What follows belongs to an exercise in optimizing a design on an open flow for small area, a short achievable clock period and few clock cycles per item; a production flow would make more cautious choices.
The RTL was checked by simulation tests, not by an equivalence proof against the original design.

## flow/design.v (module list and top-level ports; edited modules follow where they fit)
// module ptx_trig: 171 lines
// module ptx_mul_stage: 3645 lines
// module ptx_out_stage: 76 lines
// module point_transform_2d_core: 150 lines
module point_transform_2d_core #(
    parameter int COORD_BITS     = 24,
    parameter int TRIG_FRAC_BITS = 15
) (
    input  logic                                     aclk,
    input  logic                                     aresetn,
    input  logic                                     cfg_wr_en,
    input  logic [ptx_pkg::CFG_INDEX_BITS-1:0]       cfg_index,
    input  logic [((COORD_BITS > ptx_pkg::FACTOR_BITS) ? COORD_BITS
                   : ptx_pkg::FACTOR_BITS)-1:0]      cfg_wdata,
    input  logic                                     s_valid,
    output logic                                     s_ready,
    input  logic signed [COORD_BITS-1:0]             s_in_x,
    input  logic signed [COORD_BITS-1:0]             s_in_y,
    output logic                                     m_valid,
    input  logic                                     m_ready,
    output logic signed [COORD_BITS-1:0]             m_out_x,
    output logic signed [COORD_BITS-1:0]             m_out_y,
    output logic                                     m_clipped
);
  // ...
==> flow/run.sh <==
#!/bin/bash
# synth_recipe.tcl (not shown) runs the flow's synth.tcl, then flattens the netlist and writes it again
# the make line also repeats each setting of config.mk as NAME=value (left out here)
make -C /OpenROAD-flow-scripts/flow DESIGN_CONFIG=/design/flow/config.mk WORK_HOME=/design/flow/orfs CLKGATE_MAP_FILE= SYNTH_SCRIPT=/design/flow/synth_recipe.tcl finish
==> flow/config.mk <==
export PLATFORM = sky130hd
export DESIGN_NAME = point_transform_2d_core
export DESIGN_NICKNAME = point_transform_2d_core
export VERILOG_FILES = /design/flow/design.v
export SDC_FILE = /design/flow/constraint.sdc
export NUM_CORES = 4
export LEC_CHECK = 0
export ABC_CLOCK_PERIOD_IN_PS = 3000
export CAP_MARGIN = 20
export CORE_MARGIN = 2
export CORE_UTILIZATION = 40
export SLEW_MARGIN = 20
==> flow/constraint.sdc <==
create_clock -name core_clock -period 14.0 [get_ports {aclk}]
set_input_delay 2.8000 -clock core_clock [delete_from_list [all_inputs] [get_ports {aclk}]]
set_output_delay 2.8000 -clock core_clock [all_outputs]
set_load 0.01 [all_outputs]
==> summary.md, run 1 <==
## Timing
* 7.72 ns — time the final worst path needs with I/O delays and setup
* 6.28 ns — worst setup margin
* 0 ns — setup TNS after final layout
* 0 — setup violation total in the final timing report
* 0 — number of endpoints with negative hold slack in the final report
* 0.453 ns — hold slack

## GRT
* 0 — total congestion overflow after global routing

## Drt
* 114,000 um — routed metal-1 wirelength
* 0 — remaining antenna violation count
* 5.88 — average via count per standard cell
* met5 — top layer reached by signal wires

## Die
* 0.401 — starting density of the core
* 164 — number of core rows
* 451 um — die height

## Placed design
* 83,100 sq um — placed inst area
* 6.14 ns — pre-CTS setup slack

## Critical path
* 20 — Crit. path cell count

## Clock network
* 0 — number of gates given a new drive strength after cts
* 3 — Max Buffers Root-to-Sink

## Logic synthesis
* 0 — share of async-settable or async-resettable flops after synthesis
* sky130_fd_sc_hd__fa_1 19%, sky130_fd_sc_hd__edfxtp_1 11%, sky130_fd_sc_hd__dfxtp_1 9.8%, sky130_fd_sc_hd__ha_1 6.6%, sky130_fd_sc_hd__xnor2_1 6.5% — ranking of synthesized cells by area

## Outcome
* no timing/DRC/antenna violations — result of the run

Testbench counts, summed over its fixed seeds: cycles 16,072, items 14,130.
==> module ptx_trig, before the edit <==
module ptx_trig (
    input  logic                                 aclk,
    input  logic                                 aresetn,
    input  logic                                 start,
    input  logic [ptx_pkg::ANGLE_BITS-1:0]       angle,
    output logic signed [16:0]                   sine,
    output logic signed [16:0]                   cosine,
    output logic                                 flip,
    output logic                                 busy
);
    localparam int TW    = 17;
    localparam int SHIFT = CORDIC_FRAC - 15;
    localparam int RW    = XY_BITS + 1;
    localparam logic signed [RW-1:0] ROUND_HALF =
        {{(RW-SHIFT){1'b0}}, 1'b1, {(SHIFT-1){1'b0}}};
    localparam logic signed [RW-1:0] ONE_R =
        {{(RW-15-1){1'b0}}, 1'b1, {15{1'b0}}};
    localparam logic signed [TW-1:0] ONE_T = {2'b01, {15{1'b0}}};
    localparam logic signed [XY_BITS-1:0] ONE_XY = XY_BITS'(1) <<< CORDIC_FRAC;
    logic active_reg, tail_reg;
    logic [ITER_BITS-1:0] iter_reg;
    logic [ANGLE_BITS-1:0] angle_reg;
    logic signed [TW-1:0] sine_reg, cosine_reg;
    logic signed [Z_BITS-1:0] z_first;
    logic signed [XY_BITS-1:0] x_reg, y_reg;
    logic signed [Z_BITS-1:0] z_reg;
    logic flip_reg;
    logic fold_flip;
    logic signed [Z_BITS-1:0] z_step, atan_val;
    logic signed [XY_BITS-1:0] x_shift, y_shift, x_step, y_step;
    function automatic logic signed [TW-1:0] trig_round(input logic signed [XY_BITS-1:0] v);
        logic signed [RW-1:0] w;
        logic signed [TW-1:0] r;
        w = ($signed({v[XY_BITS-1], v}) + ROUND_HALF) >>> SHIFT;
        if (w > ONE_R) begin
            r = ONE_T;
        end else if (w < -ONE_R) begin
            r = -ONE_T;
        end else begin
            r = w[TW-1:0];
        end
        trig_round = r;
    endfunction
    logic signed [ANGLE_BITS:0] ang_wide, ang_c;
    logic [10:0] ang_ge, ang_eq;
    logic ang_neg;
    always_comb begin
        ang_wide = {angle_reg[ANGLE_BITS-1], angle_reg};
        for (int j = 0; j < 11; j++) begin
            ang_ge[j] = ang_wide >= $signed((ANGLE_BITS+1)'(ANG_QUARTER * (j - 5)));
            ang_eq[j] = ang_wide == $signed((ANGLE_BITS+1)'(ANG_QUARTER * (j - 5)));
        end
        ang_c     = $signed((ANGLE_BITS+1)'(-3 * ANG_HALF + 720));
        fold_flip = 1'b1;
        ang_neg   = 1'b0;
        for (int j = 0; j < 11; j++) begin
            if (ang_ge[j]) begin
                if ((j - 5) % 2 == 0) begin
                    ang_c     = $signed((ANGLE_BITS+1)'(ANG_HALF * ((j - 5) / 2) + 720));
                    fold_flip = (((j - 5) / 2) % 2) != 0;
                    ang_neg   = 1'b0;
                end else if (ang_eq[j] && ((((j - 6) / 2) % 2) == 0)) begin
                    ang_c     = $signed((ANGLE_BITS+1)'(ANG_HALF * ((j - 6) / 2) + 720));
                    fold_flip = 1'b0;
                    ang_neg   = 1'b0;
                end else begin
                    ang_c     = $signed((ANGLE_BITS+1)'(ANG_HALF * ((j - 4) / 2) - 720));
                    fold_flip = ((((j - 4) / 2) % 2) != 0);
                    ang_neg   = 1'b1;
                end
            end
        end
        z_first = {{(Z_BITS-ANGLE_BITS-1-ANGLE_SHIFT){1'b0}}, (ANGLE_BITS+1)'(ang_wide - ang_c),
                   {ANGLE_SHIFT{1'b0}}};
        z_first[Z_BITS-1:ANGLE_BITS+1+ANGLE_SHIFT] = {(Z_BITS-ANGLE_BITS-1-ANGLE_SHIFT){z_first[ANGLE_BITS+ANGLE_SHIFT]}};
    end
    always_comb begin
        case (iter_reg)
            5'd0:    atan_val = Z_BITS'(2949120);
            5'd1:    atan_val = Z_BITS'(1740968);
            5'd2:    atan_val = Z_BITS'(919880);
            5'd3:    atan_val = Z_BITS'(466945);
            5'd4:    atan_val = Z_BITS'(234378);
            5'd5:    atan_val = Z_BITS'(117303);
            5'd6:    atan_val = Z_BITS'(58666);
            5'd7:    atan_val = Z_BITS'(29335);
            5'd8:    atan_val = Z_BITS'(14668);
            5'd9:    atan_val = Z_BITS'(7334);
            5'd10:   atan_val = Z_BITS'(3667);
            5'd11:   atan_val = Z_BITS'(1833);
            5'd12:   atan_val = Z_BITS'(917);
            5'd13:   atan_val = Z_BITS'(458);
            5'd14:   atan_val = Z_BITS'(229);
            5'd15:   atan_val = Z_BITS'(115);
            5'd16:   atan_val = Z_BITS'(57);
            5'd17:   atan_val = Z_BITS'(29);
            default: atan_val = '0;
        endcase
    end
    always_comb begin
        x_shift = x_reg >>> iter_reg;
        y_shift = y_reg >>> iter_reg;
        if (!z_reg[Z_BITS-1]) begin
            x_step = x_reg - y_shift;
            y_step = y_reg + x_shift;
            z_step = z_reg - atan_val;
        end else begin
            x_step = x_reg + y_shift;
            y_step = y_reg - x_shift;
            z_step = z_reg + atan_val;
        end
    end
    always_ff @(posedge aclk) begin
        if (!aresetn) begin
            active_reg <= 1'b0;
            tail_reg   <= 1'b0;
            iter_reg   <= '0;
        end else if (start) begin
            active_reg <= 1'b1;
            tail_reg   <= 1'b0;
            iter_reg   <= '0;
        end else begin
            tail_reg <= active_reg && (iter_reg == ITER_BITS'(CORDIC_STAGES - 1));
            if (active_reg) begin
                iter_reg <= iter_reg + ITER_BITS'(1);
                if (iter_reg == ITER_BITS'(CORDIC_STAGES - 1)) begin
                    active_reg <= 1'b0;
                end
            end
        end
    end
    always_ff @(posedge aclk) begin
        if (start) begin
            angle_reg <= angle;
        end
    end
    always_ff @(posedge aclk) begin
        if (!aresetn) begin
            x_reg    <= ONE_XY;
            y_reg    <= '0;
            flip_reg <= 1'b0;
        end else if (active_reg) begin
            if (iter_reg == '0) begin
                x_reg    <= CORDIC_GAIN;
                y_reg    <= ang_neg ? -CORDIC_GAIN : CORDIC_GAIN;
                flip_reg <= fold_flip;
            end else begin
                x_reg <= x_step;
                y_reg <= y_step;
            end
        end
    end
    always_ff @(posedge aclk) begin
        if (active_reg) begin
            z_reg <= (iter_reg == '0) ? z_first : z_step;
        end
    end
    always_ff @(posedge aclk) begin
        if (!aresetn) begin
            sine_reg   <= '0;
            cosine_reg <= ONE_T;
        end else begin
            sine_reg   <= trig_round(y_reg);
            cosine_reg <= trig_round(x_reg);
        end
    end
    assign sine   = sine_reg;
    assign cosine = cosine_reg;
    assign flip   = flip_reg;
    assign busy   = active_reg || tail_reg;
endmodule
==> module point_transform_2d_core, before the edit <==
module point_transform_2d_core #(
    parameter int COORD_BITS     = 24,
    parameter int TRIG_FRAC_BITS = 15
) (
    input  logic                                     aclk,
    input  logic                                     aresetn,
    input  logic                                     cfg_wr_en,
    input  logic [ptx_pkg::CFG_INDEX_BITS-1:0]       cfg_index,
    input  logic [((COORD_BITS > ptx_pkg::FACTOR_BITS) ? COORD_BITS
                   : ptx_pkg::FACTOR_BITS)-1:0]      cfg_wdata,
    input  logic                                     s_valid,
    output logic                                     s_ready,
    input  logic signed [COORD_BITS-1:0]             s_in_x,
    input  logic signed [COORD_BITS-1:0]             s_in_y,
    output logic                                     m_valid,
    input  logic                                     m_ready,
    output logic signed [COORD_BITS-1:0]             m_out_x,
    output logic signed [COORD_BITS-1:0]             m_out_y,
    output logic                                     m_clipped
);
    localparam int CB = COORD_BITS;
    logic [MODE_BITS-1:0] mode_reg;
    logic signed [CB-1:0] pivot_x_reg, pivot_y_reg, offset_x_reg, offset_y_reg;
    logic [FACTOR_BITS-1:0] factor_x_reg, factor_y_reg;
    logic angle_start, trig_busy, adv, in_load, v2, flip;
    logic signed [16:0] sine, cosine;
    logic [SUM_BITS-9:0] re_s, re_c, im_s, im_c;
    logic re_k, im_k;
    function automatic logic [FACTOR_BITS-1:0] abs_factor(input logic [FACTOR_BITS-1:0] f);
        abs_factor = f[FACTOR_BITS-1] ? FACTOR_BITS'(-f) : f;
    endfunction
    assign angle_start = cfg_wr_en && (cfg_index == REG_ANGLE);
    assign s_ready     = adv && !trig_busy;
    assign in_load     = s_valid && s_ready;
    always_ff @(posedge aclk) begin
        if (!aresetn) begin
            mode_reg     <= MODE_ROTATE;
            pivot_x_reg  <= '0;
            pivot_y_reg  <= '0;
            offset_x_reg <= '0;
            offset_y_reg <= '0;
            factor_x_reg <= FACTOR_BITS'(256);
            factor_y_reg <= FACTOR_BITS'(256);
        end else if (cfg_wr_en) begin
            case (cfg_index)
                REG_MODE:     mode_reg     <= cfg_wdata[MODE_BITS-1:0];
                REG_PIVOT_X:  pivot_x_reg  <= cfg_wdata[CB-1:0];
                REG_PIVOT_Y:  pivot_y_reg  <= cfg_wdata[CB-1:0];
                REG_OFFSET_X: offset_x_reg <= cfg_wdata[CB-1:0];
                REG_OFFSET_Y: offset_y_reg <= cfg_wdata[CB-1:0];
                REG_FACTOR_X: factor_x_reg <= cfg_wdata[FACTOR_BITS-1:0];
                REG_FACTOR_Y: factor_y_reg <= cfg_wdata[FACTOR_BITS-1:0];
                default: ;
            endcase
        end
    end
    ptx_trig u_trig (
        .aclk    (aclk),
        .aresetn (aresetn),
        .start   (angle_start),
        .angle   (cfg_wdata[ANGLE_BITS-1:0]),
        .sine    (sine),
        .cosine  (cosine),
        .flip    (flip),
        .busy    (trig_busy)
    );
    logic rot, scl, trn;
    logic signed [CB-1:0] px, py, bx, by;
    logic signed [COEF_BITS-1:0] a1, a2, a3;
    logic signed [COEF_BITS:0] cms, cps;
    logic nflip;
    logic [3*DIGITS-1:0] sel1_reg, sel2_reg, sel3_reg;
    function automatic logic [3*DIGITS-1:0] booth_sel(input logic [COEF_BITS-1:0] a,
                                                      input logic f);
        logic [COEF_BITS+1:0] e;
        logic [3*DIGITS-1:0] r;
        logic b2, b1, b0;
        e = {a[COEF_BITS-1], a, 1'b0};
        for (int j = 0; j < DIGITS; j++) begin
            b2 = e[2*j+2];
            b1 = e[2*j+1];
            b0 = e[2*j];
            r[3*j]   = b1 ^ b0;
            r[3*j+1] = (b2 & ~b1 & ~b0) | (~b2 & b1 & b0);
            r[3*j+2] = b2 ^ f;
        end
        booth_sel = r;
    endfunction
    always_comb begin
        rot = (mode_reg == MODE_ROTATE);
        scl = (mode_reg == MODE_SCALE);
        trn = (mode_reg == MODE_TRANSLATE);
        px  = trn ? ~offset_x_reg : pivot_x_reg;
        py  = trn ? ~offset_y_reg : pivot_y_reg;
        bx  = trn ? {CB{1'b1}} : pivot_x_reg;
        by  = trn ? {CB{1'b1}} : pivot_y_reg;
        cms = {cosine[16], cosine} - {sine[16], sine};
        cps = {cosine[16], cosine} + {sine[16], sine};
        a1  = rot ? sine : '0;
        a2  = rot ? cms[COEF_BITS-1:0] : scl ? {1'b0, abs_factor(factor_x_reg)} : COEF_BITS'(32768);
        a3  = rot ? cps[COEF_BITS-1:0] : scl ? {1'b0, abs_factor(factor_y_reg)} : COEF_BITS'(32768);
        nflip = rot & flip;
    end
    always_ff @(posedge aclk) begin
        sel1_reg <= booth_sel(a1, nflip);
        sel2_reg <= booth_sel(a2, nflip);
        sel3_reg <= booth_sel(a3, nflip);
    end
    ptx_mul_stage u_mul_stage (
        .aclk    (aclk),
        .aresetn (aresetn),
        .adv     (adv),
        .in_load (in_load),
        .in_x    (s_in_x),
        .in_y    (s_in_y),
        .px      (px),
        .py      (py),
        .sel1    (sel1_reg),
        .sel2    (sel2_reg),
        .sel3    (sel3_reg),
        .bx      (bx),
        .by      (by),
        .scale   (scl),
        .v2      (v2),
        .re_s    (re_s),
        .re_c    (re_c),
        .re_k    (re_k),
        .im_s    (im_s),
        .im_c    (im_c),
        .im_k    (im_k)
    );
    ptx_out_stage u_out_stage (
        .aclk      (aclk),
        .aresetn   (aresetn),
        .v2        (v2),
        .re_s      (re_s),
        .re_c      (re_c),
        .re_k      (re_k),
        .im_s      (im_s),
        .im_c      (im_c),
        .im_k      (im_k),
        .scale     (scl),
        .adv       (adv),
        .m_valid   (m_valid),
        .m_ready   (m_ready),
        .m_out_x   (m_out_x),
        .m_out_y   (m_out_y),
        .m_clipped (m_clipped)
    );
endmodule
==> run 2: changes to the inputs <==
--- a/flow/design.v
+++ b/flow/design.v
@@ -44,17 +44,18 @@
     localparam int SHIFT = CORDIC_FRAC - 15;
     localparam int RW    = XY_BITS + 1;
     localparam logic signed [RW-1:0] ROUND_HALF =
         {{(RW-SHIFT){1'b0}}, 1'b1, {(SHIFT-1){1'b0}}};
     localparam logic signed [RW-1:0] ONE_R =
         {{(RW-15-1){1'b0}}, 1'b1, {15{1'b0}}};
     localparam logic signed [TW-1:0] ONE_T = {2'b01, {15{1'b0}}};
     localparam logic signed [XY_BITS-1:0] ONE_XY = XY_BITS'(1) <<< CORDIC_FRAC;
-    logic active_reg, tail_reg;
+    logic active_reg, ph_reg;
+    logic signed [XY_BITS-1:0] xs_reg, ys_reg;
     logic [ITER_BITS-1:0] iter_reg;
     logic [ANGLE_BITS-1:0] angle_reg;
     logic signed [TW-1:0] sine_reg, cosine_reg;
     logic signed [Z_BITS-1:0] z_first;
     logic signed [XY_BITS-1:0] x_reg, y_reg;
     logic signed [Z_BITS-1:0] z_reg;
     logic flip_reg;
     logic fold_flip;
@@ -125,131 +126,150 @@
             5'd14:   atan_val = Z_BITS'(229);
             5'd15:   atan_val = Z_BITS'(115);
             5'd16:   atan_val = Z_BITS'(57);
             5'd17:   atan_val = Z_BITS'(29);
             default: atan_val = '0;
         endcase
     end
     always_comb begin
-        x_shift = x_reg >>> iter_reg;
-        y_shift = y_reg >>> iter_reg;
+        x_shift = xs_reg;
+        y_shift = ys_reg;
         if (!z_reg[Z_BITS-1]) begin
             x_step = x_reg - y_shift;
             y_step = y_reg + x_shift;
             z_step = z_reg - atan_val;
         end else begin
             x_step = x_reg + y_shift;
             y_step = y_reg - x_shift;
             z_step = z_reg + atan_val;
         end
     end
+    logic last_step, do_step;
+    assign do_step   = active_reg && (iter_reg != '0) && ph_reg;
+    assign last_step = do_step && (iter_reg == ITER_BITS'(CORDIC_STAGES - 1));
     always_ff @(posedge aclk) begin
         if (!aresetn) begin
             active_reg <= 1'b0;
-            tail_reg   <= 1'b0;
+            ph_reg     <= 1'b0;
             iter_reg   <= '0;
         end else if (start) begin
             active_reg <= 1'b1;
-            tail_reg   <= 1'b0;
+            ph_reg     <= 1'b0;
             iter_reg   <= '0;
         end else begin
-            tail_reg <= active_reg && (iter_reg == ITER_BITS'(CORDIC_STAGES - 1));
             if (active_reg) begin
-                iter_reg <= iter_reg + ITER_BITS'(1);
-                if (iter_reg == ITER_BITS'(CORDIC_STAGES - 1)) begin
+                if (iter_reg == '0 || ph_reg) begin
+                    iter_reg <= iter_reg + ITER_BITS'(1);
+                    ph_reg   <= 1'b0;
+                end else begin
+                    ph_reg   <= 1'b1;
+                end
+                if (last_step) begin
                     active_reg <= 1'b0;
                 end
             end
         end
     end
     always_ff @(posedge aclk) begin
+        if (!ph_reg) begin
+            xs_reg <= x_reg >>> iter_reg;
+            ys_reg <= y_reg >>> iter_reg;
+        end
+    end
+    always_ff @(posedge aclk) begin
         if (start) begin
             angle_reg <= angle;
         end
     end
     always_ff @(posedge aclk) begin
         if (!aresetn) begin
             x_reg    <= ONE_XY;
             y_reg    <= '0;
             flip_reg <= 1'b0;
         end else if (active_reg) begin
             if (iter_reg == '0) begin
                 x_reg    <= CORDIC_GAIN;
                 y_reg    <= ang_neg ? -CORDIC_GAIN : CORDIC_GAIN;
                 flip_reg <= fold_flip;
-            end else begin
+            end else if (ph_reg) begin
                 x_reg <= x_step;
                 y_reg <= y_step;
             end
         end
     end
     always_ff @(posedge aclk) begin
-        if (active_reg) begin
-            z_reg <= (iter_reg == '0) ? z_first : z_step;
+        if (active_reg && iter_reg == '0) begin
+            z_reg <= z_first;
+        end else if (do_step) begin
+            z_reg <= z_step;
         end
     end
     always_ff @(posedge aclk) begin
         if (!aresetn) begin
             sine_reg   <= '0;
             cosine_reg <= ONE_T;
         end else begin
             sine_reg   <= trig_round(y_reg);
             cosine_reg <= trig_round(x_reg);
         end
     end
     assign sine   = sine_reg;
     assign cosine = cosine_reg;
     assign flip   = flip_reg;
-    assign busy   = active_reg || tail_reg;
+    assign busy   = active_reg;
 endmodule
 import ptx_pkg::*;
 module ptx_mul_stage (
     input  logic                       aclk,
     input  logic                       aresetn,
     input  logic                       adv,
     input  logic                       in_load,
     input  logic signed [23:0]         in_x,
     input  logic signed [23:0]         in_y,
     input  logic signed [23:0]         px,       
     input  logic signed [23:0]         py,
+    input  logic signed [24:0]         pd,       
     input  logic [3*DIGITS-1:0]        sel1,     
     input  logic [3*DIGITS-1:0]        sel2,
     input  logic [3*DIGITS-1:0]        sel3,
     input  logic signed [23:0]         bx,       
     input  logic signed [23:0]         by,
     input  logic                       scale,    
     output logic                       v2,
     output logic [SUM_BITS-9:0]        re_s,
     output logic [SUM_BITS-9:0]        re_c,
     output logic                       re_k,
     output logic [SUM_BITS-9:0]        im_s,
     output logic [SUM_BITS-9:0]        im_c,
     output logic                       im_k
 );
     localparam int W = SUM_BITS;
-    logic v1;
-    logic signed [24:0] pd;
+    logic v0, v1;
+    logic signed [23:0] x0, y0;
     logic signed [24:0] dx1, dy1;
     logic signed [25:0] w1;
     always_ff @(posedge aclk) begin
         if (!aresetn) begin
+            v0 <= 1'b0;
             v1 <= 1'b0;
             v2 <= 1'b0;
         end else if (adv) begin
-            v1 <= in_load;
+            v0 <= in_load;
+            v1 <= v0;
             v2 <= v1;
         end
     end
-    assign pd = 25'(px) - 25'(py);
     always_ff @(posedge aclk) begin
         if (adv) begin
-            dx1 <= 25'(in_x) - 25'(px);
-            dy1 <= 25'(in_y) - 25'(py);
-            w1  <= 26'(in_x) - 26'(in_y) - 26'(pd);
+            x0  <= in_x;
+            y0  <= in_y;
+            dx1 <= 25'(x0) - 25'(px);
+            dy1 <= 25'(y0) - 25'(py);
+            w1  <= 26'(x0) - 26'(y0) - 26'(pd);
         end
     end
     function automatic logic [26:0] pp_row(input logic [26:0] m, input int n,
                                            input logic [2:0] sel);
         logic [26:0] r;
         logic b;
         r = '0;
         for (int i = 0; i <= n; i++) begin
@@ -3992,16 +4012,17 @@
         .busy    (trig_busy)
     );
     logic rot, scl, trn;
     logic signed [CB-1:0] px, py, bx, by;
     logic signed [COEF_BITS-1:0] a1, a2, a3;
     logic signed [COEF_BITS:0] cms, cps;
     logic nflip;
     logic [3*DIGITS-1:0] sel1_reg, sel2_reg, sel3_reg;
+    logic signed [CB:0] pd_reg;
     function automatic logic [3*DIGITS-1:0] booth_sel(input logic [COEF_BITS-1:0] a,
                                                       input logic f);
         logic [COEF_BITS+1:0] e;
         logic [3*DIGITS-1:0] r;
         logic b2, b1, b0;
         e = {a[COEF_BITS-1], a, 1'b0};
         for (int j = 0; j < DIGITS; j++) begin
             b2 = e[2*j+2];
@@ -4027,26 +4048,28 @@
         a2  = rot ? cms[COEF_BITS-1:0] : scl ? {1'b0, abs_factor(factor_x_reg)} : COEF_BITS'(32768);
         a3  = rot ? cps[COEF_BITS-1:0] : scl ? {1'b0, abs_factor(factor_y_reg)} : COEF_BITS'(32768);
         nflip = rot & flip;
     end
     always_ff @(posedge aclk) begin
         sel1_reg <= booth_sel(a1, nflip);
         sel2_reg <= booth_sel(a2, nflip);
         sel3_reg <= booth_sel(a3, nflip);
+        pd_reg   <= (CB+1)'(px) - (CB+1)'(py);
     end
     ptx_mul_stage u_mul_stage (
         .aclk    (aclk),
         .aresetn (aresetn),
         .adv     (adv),
         .in_load (in_load),
         .in_x    (s_in_x),
         .in_y    (s_in_y),
         .px      (px),
         .py      (py),
+        .pd      (pd_reg),
         .sel1    (sel1_reg),
         .sel2    (sel2_reg),
         .sel3    (sel3_reg),
         .bx      (bx),
         .by      (by),
         .scale   (scl),
         .v2      (v2),
         .re_s    (re_s),
==> flow/flow/run.sh (new file) <==
#!/bin/bash
# The standard layout (standard.sh: the standard synthesis and ORFS flow,
# unchanged constraints) with the setup repair asked to leave a margin, so
# that repair_timing also works on paths that already meet the clock.
set -euo pipefail
export SETUP_SLACK_MARGIN=9.6
bash standard.sh > standard.log 2>&1
==> flow/standard.sh (new file) <==
#!/bin/bash
# synth_recipe.tcl (not shown) runs the flow's synth.tcl, then flattens the netlist and writes it again
# the make line also repeats each setting of config.mk as NAME=value (left out here)
make -C /OpenROAD-flow-scripts/flow DESIGN_CONFIG=/design/flow/config.mk WORK_HOME=/design/flow/orfs CLKGATE_MAP_FILE= SYNTH_SCRIPT=/design/flow/synth_recipe.tcl "${@:-finish}"
==> flow/config.mk (replaced) <==
export PLATFORM = sky130hd
export DESIGN_NAME = point_transform_2d_core
export DESIGN_NICKNAME = point_transform_2d_core
export VERILOG_FILES = /design/flow/design.v
export SDC_FILE = /design/flow/constraint.sdc
export NUM_CORES = 4
export LEC_CHECK = 0
export ABC_CLOCK_PERIOD_IN_PS = 3000
export CAP_MARGIN = 20
export CORE_MARGIN = 2
export CORE_UTILIZATION = 60
export SLEW_MARGIN = 20
removed: flow/run.sh
==> run 2 against run 1 <==
  * Still clean
  * Cell count is 1.5% lower
  * Worst hold slack worse by 0.0011 ns
  * Critical path type unchanged
==> summary.md, run 2 <==
## Logic synthesis
* 0.181 — Synth top area share, was 0.195
* sky130_fd_sc_hd__fa_1 18%, sky130_fd_sc_hd__edfxtp_1 15%, sky130_fd_sc_hd__dfxtp_1 10%, sky130_fd_sc_hd__ha_1 6.7%, sky130_fd_sc_hd__xnor2_1 6.1% — ranking of synthesized cells by area, was sky130_fd_sc_hd__fa_1 19%, sky130_fd_sc_hd__edfxtp_1 11%, sky130_fd_sc_hd__dfxtp_1 9.8%, sky130_fd_sc_hd__ha_1 6.6%, sky130_fd_sc_hd__xnor2_1 6.5%
* 836 — number of flip-flops and latches in the synthesized netlist, was 696
* 9,233 — number of instances in the synthesized netlist, was 8,913
* 0.249 — Seq/Total Area, Yosys, was 0.213
* 10,500 — number of nets produced by synthesis, was 10,200
* sky130_fd_sc_hd__inv_1 — cell with the most instances after synthesis, unchanged
* 0 — share of async-settable or async-resettable flops after synthesis, unchanged
* sky130_fd_sc_hd__dfxtp_1 — Post-synth top flop, unchanged
* 4 — warning count from the yosys run, unchanged
* 1,032 x sky130_fd_sc_hd__inv_1, 848 x sky130_fd_sc_hd__nand2_1, 755 x sky130_fd_sc_hd__fa_1, 604 x sky130_fd_sc_hd__a22oi_1, 582 x sky130_fd_sc_hd__xnor2_1 — leading post-synthesis cells by instance count, was 1,036 x sky130_fd_sc_hd__inv_1, 778 x sky130_fd_sc_hd__fa_1, 744 x sky130_fd_sc_hd__nand2_1, 605 x sky130_fd_sc_hd__a22oi_1, 590 x sky130_fd_sc_hd__xnor2_1
* sky130_fd_sc_hd__fa_1 — Yosys top cell by area, unchanged
* 100 — post-synthesis cell type count, was 97
* 83,400 sq um — Mapped Area, was 79,900 sq um
* 9.04 sq um — synthesized area per cell, was 8.97 sq um
* 407 — number of synthesized flops with an enable pin, was 305

## GRT
* 0.533 — global-route track usage on met1, was 0.355
* 434,000 um — first-pass GRT wire length, was 433,000 um
* 107 — pin count of the biggest net entering global routing, was 105
* 0.152 — met3 Track Usage GR, was 0.0564
* 69,000 — via count of the first global-routing pass, was 66,800
* 0.407 — All-Layer GR Usage, was 0.281
* 0.594 — met2 demand-to-capacity share in global routing, was 0.447
* 0 — total congestion overflow after global routing, unchanged
* met2 — GRT busiest layer, unchanged
* 14 — antenna violations before repair, was 17

## Die
* 131 — number of top-level pins, unchanged
* 136 — number of core rows, was 164
* 377 um — die height, was 451 um
* 377 um — Die Wd, was 451 um
* 138,000 sq um — Core Area, was 199,000 sq um
* 0.605 — starting density of the core, was 0.401
* 142,000 sq um — Die ar., was 203,000 sq um

## Critical path
* 5 — biggest fanout along the worst timing path, was 57
* 9.17 ns — setup slack, reg-to-reg, was 6.28 ns
* sky130_fd_sc_hd__fa_2 — most prevalent standard cell on the critical path, was sky130_fd_sc_hd__a21o_1
* 0.58 ns — delay of the slowest cell on the worst path, was 0.83 ns
* u_mul_stage.dx1[22]$_DFFE_PN_ — launching instance or port of the critical path, was u_trig.iter_reg[1]$_SDFFE_PP0P_
* 14.49 ns — required time at the endpoint of the critical path, was 14.69 ns
* sky130_fd_sc_hd__fa_2 — slowest library cell on the worst path, was sky130_fd_sc_hd__a2111oi_1
* buf_6, a22oi_2, xor2_1, fa_2, inv_2, ha_4, inv_1, fa_2, fa_2, fa_1, inv_1, fa_2, fa_2, fa_2 — cell chain of the critical path, was buf_4, mux4_2, mux2_2, a2111oi_1, nand3_1, nor3_1, a31oi_1, xor2_1, ha_1, a21o_1, a21o_1, a21o_1, a21o_1, a21o_1, a22o_1, a311o_1, o311ai_0, o21ai_0, or4b_2, a31oi_1
* u_mul_stage.dx1[22]$_DFFE_PN_ — source of the worst register-to-register timing path, was u_trig.iter_reg[1]$_SDFFE_PP0P_
* 5.32 ns — Arrival @ worst endpoint, was 8.41 ns
* register — startpoint kind of the worst setup timing path, unchanged
* register to register — worst setup path category, unchanged
* register — type of destination of the critical path, unchanged

## Flow run
* 0 — total of max-cap violations, unchanged

## Placed design
* 0.999 — GPL Wtd Cong, was 0.970
* 85,400 sq um — placed inst area, was 83,100 sq um
* 212,000 um — half-perimeter wire length after placement, was 220,000 um
* 10,600 — placed cells, was 11,200
* 130 — Port Buf Inserts, unchanged

## Clock network
* 836 — number of clock sinks seen by CTS, was 696
* 0.76 ns — clk latency of the worst-skew pair, was 0.77 ns
* 93 — number of buffers inserted during clock tree synthesis, was 84
* 0.06 ns — clock slew at reported path FFs, about the same
* sky130_fd_sc_hd__clkbuf_16 — clock root buffer master, unchanged
* 3 — Max Buffers Root-to-Sink, unchanged
* 3 — H-tree levels, unchanged
* built — TritonCTS clock tree, unchanged

## Drt
* 72,000 — total via count after detailed routing, was 66,700
* 0 — number of design rule violations left after detail routing, unchanged
* 9,084 — Iteration-0 DRC Markers, was 7,388
* 10 — first drt pass iteration count, was 7
* 297,000 um — final wirelength, was 291,000 um
* 0 — remaining antenna violation count, unchanged
* 26.6 um — average routed wire per standard cell, was 25.7 um
* 6.45 — average via count per standard cell, was 5.88

## Worst hold path
* offset_x_reg[20]$_SDFFE_PN0P_ — worst hold path startpoint, was offset_x_reg[2]$_SDFFE_PN0P_
* register to register — HP Class, unchanged

## Timing
* 1.18 ns — Slew @ Worst Pin, was 1.29 ns
* 0 — setup violation total in the final timing report, unchanged
* 0.345 — period utilisation layout, was 0.552
* 0.205 — worst relative slew slack, was 0.141
* 0 — number of slew-limit violations in the final report, unchanged
* true — RSZ-0062 raised after global routing, was false
* 207 MHz — max frequency, was 130 MHz
* 0.0542 ns — skew final, was 0.0654 ns
* 0.452 ns — hold slack, was 0.453 ns
* 0 — number of endpoints with negative hold slack in the final report, unchanged
* 4.83 ns — time the final worst path needs with I/O delays and setup, was 7.72 ns
* 0 ns — setup TNS after final layout, unchanged

## Final layout
* 11,200 — post-route non-filler standard cell count, was 11,300
* 887 x sky130_fd_sc_hd__inv_1, 841 x sky130_fd_sc_hd__nand2_1, 572 x sky130_fd_sc_hd__xnor2_1, 551 x sky130_fd_sc_hd__a21oi_1, 514 x sky130_fd_sc_hd__xor2_1 — top library cells by usage in the layout, fill and taps aside, was 1,035 x sky130_fd_sc_hd__inv_1, 778 x sky130_fd_sc_hd__fa_1, 741 x sky130_fd_sc_hd__nand2_1, 605 x sky130_fd_sc_hd__a22oi_1, 590 x sky130_fd_sc_hd__xnor2_1
* 96,200 sq um — post-route cell area, was 86,100 sq um
* 0.170 — share of cells above drive strength 1, was 0.0598
* 15.3% — Area growth syn-to-layout, was 7.71%
* 10,600 — Net count, final, was 9,883
* sky130_fd_sc_hd__inv_1 — most common cell after layout, fill and taps aside, unchanged

## Outcome
* no timing/DRC/antenna violations — result of the run, unchanged

-- run 2: cell types whose count changed in the layout (fill, tap and decap cells not counted), sizes merged, moves of 20 or more --
cell / previous run / this run
fa: 778 / 755
nand2: 744 / 848
clkdlybuf4s50: 129 / 78
nor3: 89 / 109
mux4: 86 / 33
ha: 422 / 448
edfxtp: 305 / 407
dfxtp: 391 / 429
nor2: 417 / 447
a21oi: 540 / 566
buf: 147 / 494
dlygate4sd2: 0 / 44
-- run 2: stage by stage --
stage               worst slack, ns   util
finish                         9.17  0.698
global route                   9.12  0.698
CTS                            9.32  0.679
detailed placement             7.86  0.620
global placement               8.04  0.620
floorplan                      9.58      -
-- run 2: timing repair --
action	4_1_cts	5_1_grt
setup endpoints to repair	399	401
pin swaps	191	276
buffers inserted	286	80
gates resized for setup	665	505
hold buffers	0	0
endpoints found under the hold margin	0	0
cloned	15	4
-- run 2: final cells by class --
| type | count | area, sq um |
|---|---|---|
| repair buffers | 631 | 6670 |
| flip-flops and latches | 836 | 20900 |
| clock buffers | 125 | 2730 |
| well taps | 1794 | 2240 |
| repair inverters | 2 | 12.5 |
| diodes | 2 | 5.00 |
| inverters | 1040 | 3970 |
| multi-input cells | 6688 | 59100 |
| clock inverters | 50 | 520 |
| fillers | 10700 | 41700 |
-- run 2: final timing paths --
kind | cells past startpoint | to
setup / recovery | 14 | u_mul_stage.re_c[22]$_DFFE_PN_
hold / removal | 2 | offset_x_reg[20]$_SDFFE_PN0P_
setup reg to reg | 14 | u_mul_stage.re_c[22]$_DFFE_PN_
hold reg to reg | 2 | offset_x_reg[20]$_SDFFE_PN0P_
-- run 2: logic make-up (layout without fill, tap and decap cells) --
| group | count (synthesis) | in the layout | share of synthesized area |
|---|---|---|---|
| xor gates and xnor gates | 1135 | 1135 | 0.119 |
| DFF | 836 | 836 | 0.249 |
| muxes | 150 | 150 | 0.0234 |
| and+or+nand+nor | 1973 | 1975 | 0.107 |
| adders and majority gates | 1203 | 1203 | 0.248 |
| other | 0 | 2 | 0 |
| buffers and inverters | 1711 | 1848 | 0.0774 |
| AOI/OAI and AO/OA | 2225 | 2225 | 0.175 |
-- run 2: worst max-delay path, delay by kind of cell (launching register included) --
family                   cells  cell delay [ns]
AO/OA/AOI/OAI                1             0.20
buffers and inverters        4             0.43
flip-flops                   1             0.52
XOR/XNOR                     1             0.14
adder cells (fa/ha/maj)      8             3.28
-- run 2: metal layers --
metal  share of wire  vias to the layer above
met5         0.00077                        -
met1            0.38                    34900
met4           0.061                       24
li1                -                    31400
met2            0.42                     4567
met3            0.14                     1113
Testbench counts of run 2, summed over its fixed seeds: cycles 16,920, items 14,130.
==> run 3: changes to the inputs <==
==> flow/flow/run.sh (replaced) <==
#!/bin/bash
# The standard layout (standard.sh: the standard synthesis and ORFS flow,
# unchanged constraints) with the setup repair asked to leave a margin, so
# that repair_timing also works on paths that already meet the clock.
set -euo pipefail
export SETUP_SLACK_MARGIN=9.0
bash standard.sh > standard.log 2>&1
==> run 3 against run 2 <==
  * Still clean
  * Utilization down 3.9 points
  * Flip-flop and latch count unchanged
  * Via count decreased by 2.9%
  * Maximum frequency down 3.0%
  * Largest cell class unchanged
==> summary.md, run 3 <==
## Logic synthesis
* sky130_fd_sc_hd__dfxtp_1 — Post-synth top flop, unchanged
* 4 — warning count from the yosys run, unchanged
* 836 — number of flip-flops and latches in the synthesized netlist, unchanged
* 407 — number of synthesized flops with an enable pin, unchanged
* 0.249 — Seq/Total Area, Yosys, unchanged
* sky130_fd_sc_hd__fa_1 18%, sky130_fd_sc_hd__edfxtp_1 15%, sky130_fd_sc_hd__dfxtp_1 10%, sky130_fd_sc_hd__ha_1 6.7%, sky130_fd_sc_hd__xnor2_1 6.1% — ranking of synthesized cells by area, unchanged
* 9.04 sq um — synthesized area per cell, unchanged
* sky130_fd_sc_hd__fa_1 — Yosys top cell by area, unchanged
* sky130_fd_sc_hd__inv_1 — cell with the most instances after synthesis, unchanged
* 83,400 sq um — Mapped Area, unchanged
* 9,233 — number of instances in the synthesized netlist, unchanged
* 100 — post-synthesis cell type count, unchanged
* 10,500 — number of nets produced by synthesis, unchanged
* 1,032 x sky130_fd_sc_hd__inv_1, 848 x sky130_fd_sc_hd__nand2_1, 755 x sky130_fd_sc_hd__fa_1, 604 x sky130_fd_sc_hd__a22oi_1, 582 x sky130_fd_sc_hd__xnor2_1 — leading post-synthesis cells by instance count, unchanged
* 0.181 — Synth top area share, unchanged
* 0 — share of async-settable or async-resettable flops after synthesis, unchanged

## Critical path
* register — type of destination of the critical path, unchanged
* 2 — Critical path buffers and inverters, was 4
* u_mul_stage.w1[18]$_DFFE_PN_ — source of the worst register-to-register timing path, was u_mul_stage.dx1[22]$_DFFE_PN_
* 17 — biggest fanout along the worst timing path, was 5
* 9.02 ns — setup slack, reg-to-reg, was 9.17 ns
* 0.93 ns — delay of the slowest cell on the worst path, was 0.58 ns
* 11 — number of cell instances on the worst register-to-register path, was 14
* register to register — worst setup path category, unchanged
* a22oi_1, xnor2_1, ha_1, fa_1, inv_1, fa_1, fa_1, fa_1, inv_1, fa_1, fa_1 — cell chain of the critical path, was buf_6, a22oi_2, xor2_1, fa_2, inv_2, ha_4, inv_1, fa_2, fa_2, fa_1, inv_1, fa_2, fa_2, fa_2
* u_mul_stage.w1[18]$_DFFE_PN_ — launching instance or port of the critical path, was u_mul_stage.dx1[22]$_DFFE_PN_
* sky130_fd_sc_hd__edfxtp_1 — slowest library cell on the worst path, was sky130_fd_sc_hd__fa_2
* sky130_fd_sc_hd__fa_1 — most prevalent standard cell on the critical path, was sky130_fd_sc_hd__fa_2
* 5.42 ns — Arrival @ worst endpoint, was 5.32 ns
* 14.44 ns — required time at the endpoint of the critical path, was 14.49 ns
* adder cells — critical path's top delay family, unchanged
* 11 — Crit. path cell count, was 14
* register — startpoint kind of the worst setup timing path, unchanged

## Clock network
* 0.74 ns — clk latency of the worst-skew pair, was 0.76 ns
* 0.07 ns — clock slew at reported path FFs, was 0.06 ns
* 3 — Max Buffers Root-to-Sink, unchanged
* 93 — number of buffers inserted during clock tree synthesis, unchanged
* 836 — number of clock sinks seen by CTS, unchanged
* 3 — H-tree levels, unchanged
* sky130_fd_sc_hd__clkbuf_16 — clock root buffer master, unchanged
* built — TritonCTS clock tree, unchanged
* 0 — CTS Hold Buffers Added, unchanged

## GRT
* 0.391 — All-Layer GR Usage, was 0.407
* 418,000 um — first-pass GRT wire length, was 434,000 um
* 66,200 — via count of the first global-routing pass, was 69,000
* 18 — antenna violations before repair, was 14
* 95 — pin count of the biggest net entering global routing, was 107
* 0 — total congestion overflow after global routing, unchanged

## Placed design
* 85,400 sq um — placed inst area, about the same
* 10,600 — placed cells, about the same
* 1.00 — GPL Wtd Cong, was 0.999
* 130 — Port Buf Inserts, unchanged
* 211,000 um — half-perimeter wire length after placement, was 212,000 um

## Die
* 142,000 sq um — Die ar., unchanged
* 0.605 — starting density of the core, unchanged
* 131 — number of top-level pins, unchanged
* 136 — number of core rows, unchanged
* 377 um — Die Wd, unchanged
* 377 um — die height, unchanged
* 138,000 sq um — Core Area, unchanged

## Timing
* 0.0394 ns — skew final, was 0.0542 ns
* true — RSZ-0062 raised after global routing, unchanged
* 4.98 ns — time the final worst path needs with I/O delays and setup, was 4.83 ns
* 0 — number of slew-limit violations in the final report, unchanged
* 0.356 — period utilisation layout, was 0.345
* 1.23 ns — Slew @ Worst Pin, was 1.18 ns
* 0.453 ns — hold slack, was 0.452 ns
* 0 — setup violation total in the final timing report, unchanged
* 0.170 — worst relative slew slack, was 0.205
* 0 ns — setup TNS after final layout, unchanged
* 201 MHz — max frequency, was 207 MHz
* 0 — number of endpoints with negative hold slack in the final report, unchanged

## Flow run
* 0 — total of max-cap violations, unchanged

## Drt
* 9,354 — Iteration-0 DRC Markers, was 9,084
* 6.37 — average via count per standard cell, was 6.45
* 69,900 — total via count after detailed routing, was 72,000
* 37,500 um — metal3 WL, was 41,300 um
* 120,000 um — DR WL met2, was 125,000 um
* 112,000 um — routed metal-1 wirelength, about the same
* 0 — remaining antenna violation count, unchanged
* 282,000 um — final wirelength, was 297,000 um
* met5 — top layer reached by signal wires, unchanged
* 0 — number of design rule violations left after detail routing, unchanged
* 7 — first drt pass iteration count, was 10
* 25.7 um — average routed wire per standard cell, was 26.6 um

## Final layout
* 11,300 — Layout fillers, was 10,700
* 10,400 — Net count, final, was 10,600
* 90,800 sq um — post-route cell area, was 96,200 sq um
* 0.659 — post-layout util, was 0.698
* 1,026 x sky130_fd_sc_hd__inv_1, 843 x sky130_fd_sc_hd__nand2_1, 754 x sky130_fd_sc_hd__fa_1, 604 x sky130_fd_sc_hd__a22oi_1, 581 x sky130_fd_sc_hd__xnor2_1 — top library cells by usage in the layout, fill and taps aside, was 887 x sky130_fd_sc_hd__inv_1, 841 x sky130_fd_sc_hd__nand2_1, 572 x sky130_fd_sc_hd__xnor2_1, 551 x sky130_fd_sc_hd__a21oi_1, 514 x sky130_fd_sc_hd__xor2_1
* 11,000 — post-route non-filler standard cell count, was 11,200
* 8.82% — Area growth syn-to-layout, was 15.3%
* 0.0737 — share of cells above drive strength 1, was 0.170
* sky130_fd_sc_hd__inv_1 — most common cell after layout, fill and taps aside, unchanged

## Worst hold path
* 2 — count of cells along the worst hold path, unchanged
* register to register — HP Class, unchanged
* offset_x_reg[6]$_SDFFE_PN0P_ — worst hold path startpoint, was offset_x_reg[20]$_SDFFE_PN0P_

## Outcome
* no timing/DRC/antenna violations — result of the run, unchanged

## run 3: cell counts after synthesis
Identical to the previous run, type by type.
## run 3: routing by layer
| metal | GRT usage | vias to the layer above |
|---|---|---|
| li1 | - | 31000 |
| met1 | 0.534 | 33900 |
| met2 | 0.578 | 4165 |
| met3 | 0.134 | 813 |
| met4 | 0.134 | 32 |
| met5 | 0.00515 | - |
## run 3: worst paths after layout
check	endpoint
max	u_mul_stage.im_c[12]$_DFFE_PN_
min	offset_x_reg[6]$_SDFFE_PN0P_
max reg2reg	u_mul_stage.im_c[12]$_DFFE_PN_
min reg2reg	offset_x_reg[6]$_SDFFE_PN0P_
## run 3: stage by stage
step                      worst slack (ns)
after floorplan                       9.33
after CTS                             8.96
after global placement                7.90
after global routing                  8.89
after detailed placement              7.85
final                                 9.02
## run 3: cell families after synthesis
family,after synthesis,synth area share
mux,150,0.0234
fa+ha+maj,1203,0.248
buf+inv,1711,0.0774
simple gates,1973,0.107
xor+xnor,1135,0.119
compound gates,2225,0.175
flops,836,0.249
## run 3: what timing repair did
action	in CTS	in global routing
endpoints found under the setup margin	154	150
resized for setup	31	53
cloned	2	1
pin swaps	0	1
buffers inserted	95	80
## run 3: area by class of cell
cell class | count | area [sq um] | share of cell area
Timing Repair Buffer | 423 | 4000 | 0.0440
Clock inverter | 47 | 566 | 0.00623
Antenna cell | 3 | 7.51 | 0.0000827
Multi-Input combinational cell | 6686 | 56400 | 0.621
Timing Repair inverter | 2 | 10.0 | 0.000110
Inverter | 1040 | 3930 | 0.0433
Tap cell | 1794 | 2240 | 0.0247
Clock buffer | 129 | 2760 | 0.0304
Sequential cell | 836 | 20900 | 0.230
## run 3: worst reg2reg max path, stage by stage (launching register included)
cell                       delay [ns]
sky130_fd_sc_hd__edfxtp_1        0.93
sky130_fd_sc_hd__a22oi_1         0.23
sky130_fd_sc_hd__xnor2_1         0.19
sky130_fd_sc_hd__ha_1            0.37
sky130_fd_sc_hd__fa_1            0.37
sky130_fd_sc_hd__inv_1           0.08
sky130_fd_sc_hd__fa_1            0.43
sky130_fd_sc_hd__fa_1            0.46
sky130_fd_sc_hd__fa_1            0.50
sky130_fd_sc_hd__inv_1           0.10
sky130_fd_sc_hd__fa_1            0.55
sky130_fd_sc_hd__fa_1            0.47
==> run 4: changes to the inputs <==
==> flow/flow/run.sh (replaced) <==
#!/bin/bash
# The standard layout (standard.sh: the standard synthesis and ORFS flow,
# unchanged constraints) with the setup repair asked to leave a margin, so
# that repair_timing also works on paths that already meet the clock.
set -euo pipefail
export SETUP_SLACK_MARGIN=8.5
bash standard.sh > standard.log 2>&1
==> run 4 against run 3 <==
  * Still clean
  * Clock skew increased by 0.00076 ns
  * Register-to-register slack got worse by 0.47 ns
  * Cell count decreased by 1.1%
  * Flip-flop and latch count unchanged
  * Die area unchanged
  * Utilization decreased by 1.1 points
  * Critical path type unchanged
==> summary.md, run 4 <==
## Die
* 131 — number of top-level pins, unchanged
* 377 um — Die Wd, unchanged
* 142,000 sq um — Die ar., unchanged
* 377 um — die height, unchanged
* 136 — number of core rows, unchanged
* 138,000 sq um — Core Area, unchanged
* 0.605 — starting density of the core, unchanged

## Logic synthesis
* 0.249 — Seq/Total Area, Yosys, unchanged
* 1,032 x sky130_fd_sc_hd__inv_1, 848 x sky130_fd_sc_hd__nand2_1, 755 x sky130_fd_sc_hd__fa_1, 604 x sky130_fd_sc_hd__a22oi_1, 582 x sky130_fd_sc_hd__xnor2_1 — leading post-synthesis cells by instance count, unchanged
* sky130_fd_sc_hd__inv_1 — cell with the most instances after synthesis, unchanged
* 10,500 — number of nets produced by synthesis, unchanged
* 83,400 sq um — Mapped Area, unchanged
* sky130_fd_sc_hd__fa_1 — Yosys top cell by area, unchanged
* 0.181 — Synth top area share, unchanged
* 0 — share of async-settable or async-resettable flops after synthesis, unchanged
* sky130_fd_sc_hd__fa_1 18%, sky130_fd_sc_hd__edfxtp_1 15%, sky130_fd_sc_hd__dfxtp_1 10%, sky130_fd_sc_hd__ha_1 6.7%, sky130_fd_sc_hd__xnor2_1 6.1% — ranking of synthesized cells by area, unchanged
* 4 — warning count from the yosys run, unchanged
* 9.04 sq um — synthesized area per cell, unchanged
* 836 — number of flip-flops and latches in the synthesized netlist, unchanged
* 9,233 — number of instances in the synthesized netlist, unchanged
* 100 — post-synthesis cell type count, unchanged
* sky130_fd_sc_hd__dfxtp_1 — Post-synth top flop, unchanged
* 407 — number of synthesized flops with an enable pin, unchanged

## Placed design
* 7.85 ns — pre-CTS setup slack, unchanged
* 1.00 — GPL Wtd Cong, unchanged
* 211,000 um — half-perimeter wire length after placement, unchanged
* 130 — Port Buf Inserts, unchanged

## Clock network
* 0.74 ns — clk latency of the worst-skew pair, about the same
* 836 — number of clock sinks seen by CTS, unchanged
* built — TritonCTS clock tree, unchanged
* sky130_fd_sc_hd__clkbuf_16 — clock root buffer master, unchanged
* 93 — number of buffers inserted during clock tree synthesis, unchanged
* 0.06 ns — clock slew at reported path FFs, was 0.07 ns
* 3 — H-tree levels, unchanged
* 3 — Max Buffers Root-to-Sink, unchanged
* 0 — CTS Hold Buffers Added, unchanged

## Critical path
* 12 — Crit. path cell count, was 11
* register to register — worst setup path category, unchanged
* register — startpoint kind of the worst setup timing path, unchanged
* 4 — Critical path buffers and inverters, was 2
* 17 — biggest fanout along the worst timing path, unchanged
* adder cells — critical path's top delay family, unchanged
* 12 — number of cell instances on the worst register-to-register path, was 11
* 0.99 ns — delay of the slowest cell on the worst path, was 0.93 ns
* sky130_fd_sc_hd__fa_1 — most prevalent standard cell on the critical path, unchanged
* register — type of destination of the critical path, unchanged
* inv_2, xnor2_1, fa_1, inv_1, fa_1, fa_1, inv_1, fa_1, inv_1, fa_1, fa_1, fa_1 — cell chain of the critical path, was a22oi_1, xnor2_1, ha_1, fa_1, inv_1, fa_1, fa_1, fa_1, inv_1, fa_1, fa_1
* 14.47 ns — required time at the endpoint of the critical path, was 14.44 ns
* 5.92 ns — Arrival @ worst endpoint, was 5.42 ns
* sky130_fd_sc_hd__dfxtp_1 — slowest library cell on the worst path, was sky130_fd_sc_hd__edfxtp_1

## Drt
* 25.7 um — average routed wire per standard cell, about the same
* 7 — first drt pass iteration count, unchanged
* 279,000 um — final wirelength, was 282,000 um
* 6.38 — average via count per standard cell, was 6.37
* 37,500 um — metal3 WL, about the same
* 0 — number of design rule violations left after detail routing, unchanged
* 9,041 — Iteration-0 DRC Markers, was 9,354
* met5 — top layer reached by signal wires, unchanged
* 0 — remaining antenna violation count, unchanged
* 119,000 um — DR WL met2, was 120,000 um
* 111,000 um — routed metal-1 wirelength, was 112,000 um
* 69,200 — total via count after detailed routing, was 69,900

## GRT
* 415,000 um — first-pass GRT wire length, was 418,000 um
* 95 — pin count of the biggest net entering global routing, unchanged
* 0 — total congestion overflow after global routing, unchanged
* 13 — antenna violations before repair, was 18
* 0.388 — All-Layer GR Usage, was 0.391
* 65,500 — via count of the first global-routing pass, was 66,200

## Final layout
* sky130_fd_sc_hd__inv_1 — most common cell after layout, fill and taps aside, unchanged
* 10,200 — Net count, final, was 10,400
* 1,027 x sky130_fd_sc_hd__inv_1, 845 x sky130_fd_sc_hd__nand2_1, 755 x sky130_fd_sc_hd__fa_1, 604 x sky130_fd_sc_hd__a22oi_1, 582 x sky130_fd_sc_hd__xnor2_1 — top library cells by usage in the layout, fill and taps aside, was 1,026 x sky130_fd_sc_hd__inv_1, 843 x sky130_fd_sc_hd__nand2_1, 754 x sky130_fd_sc_hd__fa_1, 604 x sky130_fd_sc_hd__a22oi_1, 581 x sky130_fd_sc_hd__xnor2_1
* 0.0573 — share of cells above drive strength 1, was 0.0737
* 7.04% — Area growth syn-to-layout, was 8.82%

## Timing
* 0 — number of slew-limit violations in the final report, unchanged
* 0.389 — period utilisation layout, was 0.356
* 8.55 ns — worst setup margin, was 9.02 ns
* 0 — number of endpoints with negative hold slack in the final report, unchanged
* 0.0402 ns — skew final, was 0.0394 ns
* 0.163 — worst relative slew slack, was 0.170
* 0.452 ns — hold slack, was 0.453 ns
* 183 MHz — max frequency, was 201 MHz
* 5.45 ns — time the final worst path needs with I/O delays and setup, was 4.98 ns
* 0 — setup violation total in the final timing report, unchanged
* 0 ns — setup TNS after final layout, unchanged
* 1.26 ns — Slew @ Worst Pin, was 1.23 ns
* true — RSZ-0062 raised after global routing, unchanged

## Worst hold path
* register to register — HP Class, unchanged
* 2 — count of cells along the worst hold path, unchanged

## Flow run
* 0 — total of max-cap violations, unchanged

## Outcome
* no timing/DRC/antenna violations — result of the run, unchanged

[run 4: cell count changes in the layout (fill, tap and decap cells not counted), sizes merged]
| cell | change |
|---|---|
| buf | -118 |
| clkbuf | -2 |
| clkinv | +1 |
| diode | +3 |
| inv | -1 |
[run 4: stage by stage]
step | util | instance area [sq um] | cells
6_report | 0.648 | 89300 | 10800
5_1_grt | 0.648 | 89300 | 10800
4_1_cts | 0.644 | 88700 | 10800
3_5_place_dp | 0.619 | 85400 | 10600
3_3_place_gp | 0.619 | 85400 | 10600
2_1_floorplan | - | 83400 | 9233
[run 4: cell type report]
class                   instances  area [sq um]
multi-input cells            6686         56300
repair inverters                2          10.0
well taps                    1794          2240
clock inverters                47           566
clock buffers                 129          2760
flip-flops and latches        836         20800
fillers                     11500         48500
diodes                          6          15.0
inverters                    1040          3930
repair buffers                303          2700
[run 4: cells by family (layout without fill, tap and decap cells)]
| logic type | after synthesis | count (layout) | share of synthesized area |
|---|---|---|---|
| mux | 150 | 150 | 0.0234 |
| other cells | 0 | 6 | 0 |
| fa+ha+maj | 1203 | 1203 | 0.248 |
| flops | 836 | 836 | 0.249 |
| simple gates | 1973 | 1973 | 0.107 |
| xor+xnor | 1135 | 1135 | 0.119 |
| buf+inv | 1711 | 1521 | 0.0774 |
| compound gates | 2225 | 2225 | 0.175 |
[run 4: final timing paths]
check                                    to  slack [ns]                         start
max          u_mul_stage.re_c[19]$_DFFE_PN_        8.55          sel2_reg[23]$_DFF_P_
min            offset_x_reg[6]$_SDFFE_PN0P_        0.45  offset_x_reg[6]$_SDFFE_PN0P_
max reg2reg  u_mul_stage.re_c[19]$_DFFE_PN_        8.55          sel2_reg[23]$_DFF_P_
min reg2reg    offset_x_reg[6]$_SDFFE_PN0P_        0.45  offset_x_reg[6]$_SDFFE_PN0P_
[run 4: worst register-to-register path, stage by stage, from the launching register on]
cell	delay, ns
sky130_fd_sc_hd__dfxtp_1	0.99
sky130_fd_sc_hd__inv_2	0.53
sky130_fd_sc_hd__xnor2_1	0.32
sky130_fd_sc_hd__fa_1	0.56
sky130_fd_sc_hd__inv_1	0.07
sky130_fd_sc_hd__fa_1	0.43
sky130_fd_sc_hd__fa_1	0.36
sky130_fd_sc_hd__inv_1	0.08
sky130_fd_sc_hd__fa_1	0.41
sky130_fd_sc_hd__inv_1	0.09
sky130_fd_sc_hd__fa_1	0.42
sky130_fd_sc_hd__fa_1	0.50
sky130_fd_sc_hd__fa_1	0.44
[run 4: what timing repair did]
| action | 4_1_cts | 5_1_grt |
|---|---|---|
| gates cloned | 1 | 1 |
| pin swaps | 0 | 0 |
| setup buffers | 0 | 55 |
| endpoints found under the setup margin | 9 | 41 |
| resized for setup | 2 | 13 |
| endpoints found under the hold margin | 0 | 0 |
[run 4: layer usage]
layer | vias up | track usage
li1 | 30800 | -
met1 | 33600 | 0.530
met2 | 4069 | 0.574
met3 | 725 | 0.133
met4 | 22 | 0.132
met5 | - | 0.00720
==> run 5: changes to the inputs <==
==> flow/flow/run.sh (replaced) <==
#!/bin/bash
# The standard layout (standard.sh: the standard synthesis and ORFS flow,
# unchanged constraints) with the setup repair asked to leave a margin, so
# that repair_timing also works on paths that already meet the clock.
set -euo pipefail
export SETUP_SLACK_MARGIN=8.0
bash standard.sh > standard.log 2>&1
==> run 5 against run 4 <==
  * Clock-buffer cell count unchanged
  * Cell count decreased by 0.54%
  * Critical path depth increased by 7
  * Still clean on timing, DRC and antenna
  * Largest cell class unchanged
  * Non-clock buffer count decreased by 55
==> summary.md, run 5 <==
## Outcome
* no timing/DRC/antenna violations — result of the run, unchanged

## Logic synthesis
* 0.107 — simple-gate portion of the synthesized area, unchanged
* 0.248 — adder-cell share of the synthesized area, unchanged
* 407 — number of synthesized flops with an enable pin, unchanged
* sky130_fd_sc_hd__fa_1 — Yosys top cell by area, unchanged
* sky130_fd_sc_hd__fa_1 18%, sky130_fd_sc_hd__edfxtp_1 15%, sky130_fd_sc_hd__dfxtp_1 10%, sky130_fd_sc_hd__ha_1 6.7%, sky130_fd_sc_hd__xnor2_1 6.1% — ranking of synthesized cells by area, unchanged
* 0.119 — share of the synthesized netlist area taken by xor and xnor gates, unchanged
* 0.181 — Synth top area share, unchanged
* 100 — post-synthesis cell type count, unchanged
* sky130_fd_sc_hd__inv_1 — cell with the most instances after synthesis, unchanged
* 1,032 x sky130_fd_sc_hd__inv_1, 848 x sky130_fd_sc_hd__nand2_1, 755 x sky130_fd_sc_hd__fa_1, 604 x sky130_fd_sc_hd__a22oi_1, 582 x sky130_fd_sc_hd__xnor2_1 — leading post-synthesis cells by instance count, unchanged
* 9,233 — number of instances in the synthesized netlist, unchanged
* 4 — warning count from the yosys run, unchanged
* sky130_fd_sc_hd__dfxtp_1 — Post-synth top flop, unchanged
* 9.04 sq um — synthesized area per cell, unchanged
* 0.175 — share of the synthesized area in compound gates (AO/OA/AOI/OAI), unchanged
* 10,500 — number of nets produced by synthesis, unchanged
* adder cells — largest family of logic cells by synthesized area, unchanged

## Die
* 0.605 — starting density of the core, unchanged
* 131 — number of top-level pins, unchanged
* 142,000 sq um — Die ar., unchanged
* 136 — number of core rows, unchanged
* 377 um — die height, unchanged

## Placed design
* 130 — Port Buf Inserts, unchanged
* 10,600 — placed cells, unchanged
* 211,000 um — half-perimeter wire length after placement, unchanged
* 1.00 — GPL Wtd Cong, unchanged

## Critical path
* 57 — biggest fanout along the worst timing path, was 17
* 14.46 ns — required time at the endpoint of the critical path, was 14.47 ns
* mode_reg[0]$_SDFFE_PN0P_ — launching instance or port of the critical path, was sel2_reg[23]$_DFF_P_
* register — type of destination of the critical path, unchanged
* mode_reg[0]$_SDFFE_PN0P_ — source of the worst register-to-register timing path, was sel2_reg[23]$_DFF_P_
* 19 — number of cell instances on the worst register-to-register path, was 12
* register to register — worst setup path category, unchanged
* 6.17 ns — Arrival @ worst endpoint, was 5.92 ns

## Clock network
* 3 — Max Buffers Root-to-Sink, unchanged
* 3 — H-tree levels, unchanged
* 93 — number of buffers inserted during clock tree synthesis, unchanged
* 0.74 ns — clk latency of the worst-skew pair, about the same

## Timing
* 0 ns — setup TNS after final layout, unchanged
* 0 — number of endpoints with negative hold slack in the final report, unchanged
* 0 — setup violation total in the final timing report, unchanged
* 0 — number of slew-limit violations in the final report, unchanged
* 1.29 ns — Slew @ Worst Pin, was 1.26 ns
* 0.140 — worst relative slew slack, was 0.163
* 0.0403 ns — skew final, was 0.0402 ns
* 5.71 ns — time the final worst path needs with I/O delays and setup, was 5.45 ns
* 0.454 ns — hold slack, was 0.452 ns
* 0.408 — period utilisation layout, was 0.389

## Flow run
* 0 — total of max-cap violations, unchanged

## GRT
* 65,500 — via count of the first global-routing pass, about the same
* 95 — pin count of the biggest net entering global routing, unchanged
* 0.387 — All-Layer GR Usage, was 0.388
* 414,000 um — first-pass GRT wire length, was 415,000 um
* 13 — antenna violations before repair, unchanged

## Worst hold path
* register to register — HP Class, unchanged

## Drt
* 119,000 um — DR WL met2, about the same
* 37,100 um — metal3 WL, was 37,500 um
* 25.8 um — average routed wire per standard cell, was 25.7 um
* 0 — number of design rule violations left after detail routing, unchanged
* met5 — top layer reached by signal wires, unchanged
* 111,000 um — routed metal-1 wirelength, about the same
* 278,000 um — final wirelength, was 279,000 um

## Final layout
* sky130_fd_sc_hd__inv_1 — most common cell after layout, fill and taps aside, unchanged
* 10,800 — post-route non-filler standard cell count, about the same
* 0.0506 — share of cells above drive strength 1, was 0.0573
* 11,500 — Layout fillers, about the same
* 1,028 x sky130_fd_sc_hd__inv_1, 845 x sky130_fd_sc_hd__nand2_1, 755 x sky130_fd_sc_hd__fa_1, 604 x sky130_fd_sc_hd__a22oi_1, 582 x sky130_fd_sc_hd__xnor2_1 — top library cells by usage in the layout, fill and taps aside, was 1,027 x sky130_fd_sc_hd__inv_1, 845 x sky130_fd_sc_hd__nand2_1, 755 x sky130_fd_sc_hd__fa_1, 604 x sky130_fd_sc_hd__a22oi_1, 582 x sky130_fd_sc_hd__xnor2_1

run 5: worst max path at each step:
stage,end,slack [ns],cells after the start
floorplan,u_mul_stage.im_c[22]$_DFFE_PN_,9.33,14
global placement,u_trig.atan_val[5]$_DFF_P_,7.90,10
detailed placement,u_trig.atan_val[5]$_DFF_P_,7.85,10
CTS,u_mul_stage.re_k$_DFFE_PN_,8.01,19
global route,u_mul_stage.re_k$_DFFE_PN_,7.90,19
finish,u_mul_stage.re_k$_DFFE_PN_,8.29,19
run 5: metal layers:
metal | GRT usage | up-vias
met5 | 0.00720 | -
met1 | 0.530 | 33600
met4 | 0.131 | 20
met3 | 0.133 | 711
li1 | - | 30600
met2 | 0.573 | 3898
run 5: through the flow:
stage / instance area, sq um / utilization / setup slack [ns]
floorplan: 83400 / - / 9.33
global placement: 85400 / 0.619 / 7.90
detailed placement: 85400 / 0.619 / 7.85
CTS: 88700 / 0.644 / 8.01
global route: 88800 / 0.644 / 7.90
finish: 88800 / 0.644 / 8.29
run 5: cell families (layout without fill, tap and decap cells):
logic type | count (synthesis) | in the layout
buffers and inverters | 1711 | 1465
AND/OR/NAND/NOR | 1973 | 1973
adder cells (fa/ha/maj) | 1203 | 1203
AO/OA/AOI/OAI | 2225 | 2225
XOR/XNOR | 1135 | 1135
multiplexers | 150 | 150
flip-flops | 836 | 836
other | 0 | 3
run 5: area by class of cell:
class                   instances  area (sq um)  share of cell area
clock inverters                47           566             0.00637
diodes                          3          7.51           0.0000846
repair buffers                248          2210              0.0249
well taps                    1794          2240              0.0253
multi-input cells            6686         56200               0.633
clock buffers                 129          2760              0.0310
flip-flops and latches        836         20800               0.235
inverters                    1040          3920              0.0442
repair inverters                1          5.00           0.0000564
run 5: worst max-delay path: stages, from the launching register on:
cell and delay [ns]:
sky130_fd_sc_hd__dfxtp_4 0.69, sky130_fd_sc_hd__clkinvlp_4 0.50, sky130_fd_sc_hd__nand2_2 0.43, sky130_fd_sc_hd__nor2_1 0.20, sky130_fd_sc_hd__o21ai_0 0.41, sky130_fd_sc_hd__nand2_1 0.40
sky130_fd_sc_hd__inv_1 0.25, sky130_fd_sc_hd__fa_1 0.44, sky130_fd_sc_hd__fa_1 0.50, sky130_fd_sc_hd__inv_1 0.05, sky130_fd_sc_hd__fa_1 0.48, sky130_fd_sc_hd__inv_1 0.04
sky130_fd_sc_hd__ha_1 0.27, sky130_fd_sc_hd__nor2b_1 0.13, sky130_fd_sc_hd__o21ai_0 0.15, sky130_fd_sc_hd__nand2b_1 0.07, sky130_fd_sc_hd__a21oi_1 0.14, sky130_fd_sc_hd__nor2b_1 0.06
sky130_fd_sc_hd__o21ai_0 0.16, sky130_fd_sc_hd__nand2b_1 0.07
run 5: what timing repair did:
action	4_1_cts	5_1_grt
endpoints found under the hold margin	0	0
endpoints found under the setup margin	0	9
gates resized for setup	0	2

port drivers added, routing unchanged:
No port has a modelled driver above. Below, the same layouts with a new extraction and two added sets of constraints.
Step 1, drivers: a clkbuf_16 drives aclk and a buf_2 each remaining input, both assumed.
Step 2, shift: input delay + t, output delay - t, t = (earliest + latest rising clock arrival at the registers) / 2. This alone moves slack from input paths to output paths.
Three values: no drivers, after step 1, after step 2; two values: the first two.
| run | shift t [ns] | slack for setup (ns) | worst register clock-pin slew, ns |
|---|---|---|---|
| run 1 | 0.818 | 6.279 / 6.279 / 6.060 | 0.08 / 0.08 |
| run 2 | 0.816 | 9.167 / 9.167 / 9.050 | 0.07 / 0.07 |
| run 3 | 0.804 | 9.019 / 9.019 / 8.540 | 0.07 / 0.07 |
| run 4 | 0.804 | 8.549 / 8.549 / 8.193 | 0.07 / 0.07 |
| run 5 | 0.806 | 8.286 / 8.286 / 7.875 | 0.07 / 0.07 |
After both steps setup and hold are still met in every run listed. For run 3, which loses most, drivers alone change the setup slack by 0.000 ns; drivers and shift together by -0.479 ns.
